From an optimization exercise on the open Yosys and OpenROAD flow, aimed at small area, a short achievable clock period and few clock cycles per item; shortcuts taken in it are not production practice. In this exercise RTL edits were held to simulation tests only and were not proved equivalent to the original. Power is estimated from default activity; no workload was simulated.

Setup of main:
## postfix_expression_evaluator
module postfix_expression_evaluator #(
	parameter int STACK_DEPTH = pee_pkg::DEFAULT_STACK_DEPTH
) (
	input  wire logic        clk,
	input  wire logic        arst_n,
	input  wire logic        s_axis_tvalid,
	output logic             s_axis_tready,
	input  wire logic [7:0]  s_axis_tdata,    
	input  wire logic        s_axis_tlast,    
	output logic             m_axis_tvalid,
	input  wire logic        m_axis_tready,
	output logic [31:0]      m_axis_tdata,    
	output logic [1:0]       m_axis_tuser     
);
==> flow/config.mk <==
export PLATFORM = sky130hd
export DESIGN_NAME = postfix_expression_evaluator
export DESIGN_NICKNAME = postfix_expression_evaluator
export VERILOG_FILES = /design/flow/design.v
export SDC_FILE = /design/flow/constraint.sdc
export NUM_CORES = 4
export LEC_CHECK = 0
export ABC_CLOCK_PERIOD_IN_PS = 3000
export CAP_MARGIN = 35
export CORE_MARGIN = 2
export CORE_UTILIZATION = 55
export CTS_BUF_LIST = sky130_fd_sc_hd__clkbuf_8
export CTS_CLUSTER_DIAMETER = 50
export CTS_CLUSTER_SIZE = 16
export SLEW_MARGIN = 35
==> flow/constraint.sdc <==
create_clock -name core_clock -period 10.0 [get_ports {clk}]
set_input_delay 2.0000 -clock core_clock [delete_from_list [all_inputs] [get_ports {clk}]]
set_output_delay 2.0000 -clock core_clock [all_outputs]
set_load 0.01 [all_outputs]
standard.sh (not shown) runs the stock make flow with config.mk's settings and CLKGATE_MAP_FILE= SYNTH_SCRIPT=/design/flow/synth_recipe.tcl, a recipe that flattens the netlist after the stock synthesis.
==> flow/flow/run.sh <==
#!/bin/bash
set -euo pipefail
bash standard.sh SETUP_SLACK_MARGIN=6 finish > standard_flow.log 2>&1
main: full flow OK, the timing, DRC and antenna checks passed
Testbench counts of main, summed over its fixed seeds: cycles 19,629, items 1,920.
Changes in the feature branch relative to main:
-- flow/design.v --
<<< main, line 281
	assign q5[4] = (sd_key == 10'd513);
	assign sdiv6 = !a_small ? 6'd0 : (n_q[W-1] ^ t_q[W-1]) ? (6'd0 - {1'b0, q5}) : {1'b0, q5};
	logic xs_n, xs_w, xs_n4, xs_n8, mul2, ys_t, ys_n, ys_n2, inv;
	logic [W-1:0] x_op, y_op, sum;
	logic cout;
	assign x_op = ({W{xs_n}} & n_q) | ({W{xs_w}} & w_q)
		| ({W{xs_n4}} & {n_q[W-3:0], 2'b00}) | ({W{xs_n8}} & {n_q[W-4:0], 3'b000});
	assign y_op = ({W{ys_t}} & t_q) | ({W{ys_n}} & n_q) | ({W{ys_n2}} & {n_q[W-2:0], 1'b0});
	logic [W-1:0] y_x, pg_p, pg_g;
>>> the feature branch, line 281
	assign q5[4] = (sd_key == 10'd513);
	assign sdiv6 = !a_small ? 6'd0 : (n_q[W-1] ^ t_q[W-1]) ? (6'd0 - {1'b0, q5}) : {1'b0, q5};
	logic xs_n, xs_w, ys_t, ys_n, ys_n2, inv;
	logic [W-1:0] x_op, y_op, sum;
	logic cout;
	assign x_op = ({W{xs_n}} & n_q) | ({W{xs_w}} & w_q);
	assign y_op = ({W{ys_t}} & t_q) | ({W{ys_n}} & n_q) | ({W{ys_n2}} & {n_q[W-2:0], 1'b0});
	logic [W-1:0] y_x, pg_p, pg_g;
<<< main, line 319
	assign g_dig = go && in_dig;
	assign g_push = g_dig && !full;
	assign g_mstep = go && in_mul && !(mul_done || mul2);
	assign g_dslow = go && in_div && !div_fast;
	assign g_oth = go && in_oth;
	assign g_bin = go && (in_as || (in_mul && (mul_done || mul2)) || (in_div && div_fast));
	assign m_fin = st_mul && mul_done;
	assign m_step = st_mul && !mul_done;
>>> the feature branch, line 318
	assign g_dig = go && in_dig;
	assign g_push = g_dig && !full;
	assign g_mstep = go && in_mul && !mul_done;
	assign g_dslow = go && in_div && !div_fast;
	assign g_oth = go && in_oth;
	assign g_bin = go && (in_as || (in_mul && mul_done) || (in_div && div_fast));
	assign m_fin = st_mul && mul_done;
	assign m_step = st_mul && !mul_done;
<<< main, line 334
	logic w_en;
	logic [5:0] s6;
	assign ts_sum = (go && (in_as || (in_mul && (mul_done || mul2)))) || g_dslow || m_fin || st_divf;
	assign ts_n = g_oth || st_pop2;
	assign ts_sh = g_mstep || m_step;
>>> the feature branch, line 333
	logic w_en;
	logic [5:0] s6;
	assign ts_sum = (go && (in_as || (in_mul && mul_done))) || g_dslow || m_fin || st_divf;
	assign ts_n = g_oth || st_pop2;
	assign ts_sh = g_mstep || m_step;
<<< main, line 376
		xs_n <= nst_idle && nh_as;
		xs_w <= nst_mul || nst_div1 || nst_div2;
		mul2 <= nst_idle && nh_mul && (g_push || p_dig) && !in_val[3];
		xs_n4 <= nst_idle && nh_mul && (g_push || p_dig) && !in_val[3] && (in_val[2] ^ in_val[1]);
		xs_n8 <= nst_idle && nh_mul && (g_push || p_dig) && !in_val[3] && in_val[2] && in_val[1];
		ys_t <= (nst_idle && (nh_as || nh_div)) || nst_divf;
		ys_n <= (nst_idle && nh_mul && t_nx[0]) || (nst_mul && (t_q[2] ^ t_q[1])) || nst_divb || nst_div2;
>>> the feature branch, line 375
		xs_n <= nst_idle && nh_as;
		xs_w <= nst_mul || nst_div1 || nst_div2;
		ys_t <= (nst_idle && (nh_as || nh_div)) || nst_divf;
		ys_n <= (nst_idle && nh_mul && t_nx[0]) || (nst_mul && (t_q[2] ^ t_q[1])) || nst_divb || nst_div2;
Notes after the runs:
- main has lower share of the final layout cell area in sequential cells than the feature branch.
- Measured against main, the sequential power of the feature branch comes out at 0.860 times the reference value.
- In the tables for main and the feature branch, register-to-register slack reads higher with the feature branch.
- Per the comparison of the feature branch with main, slack of the critical path went up 28 ps, simple logic cell fraction of the synthesized area went up 0.16 points, reported net switching power went down 3200 µW, post-synthesis instance area went down about 2.6%.
Testbench counts of the feature branch, summed over its fixed seeds: cycles 20,352, items 1,920.

==> port drivers added, routing unchanged <==
In the flow no input, the clock included, has a driving cell. The finished layouts below were timed again as built, in two steps.
Step 1 sets driving cells, clkbuf_16 on the clock port and buf_2 on the other inputs (assumed; they add their load-dependent delay and slew).
Step 2, shift: input delay + t, output delay - t, t = (earliest + latest rising clock arrival at the registers) / 2. This alone moves slack from input paths to output paths.
a / b / c = no drivers / after step 1 / after step 2; a / b = the first two.
| run | t, ns | slack for setup (ns) | hold WS [ns] |
|---|---|---|---|
| main | 0.758 | 6.030 / 5.970 / 5.385 | 0.496 / 0.496 / 0.496 |
| the feature branch | 0.740 | 6.057 / 5.995 / 5.544 | 0.469 / 0.469 / 0.469 |
After both steps every run listed still meets setup and hold. For main, which loses most, drivers alone change the setup slack by -0.060 ns; drivers and shift together by -0.645 ns.
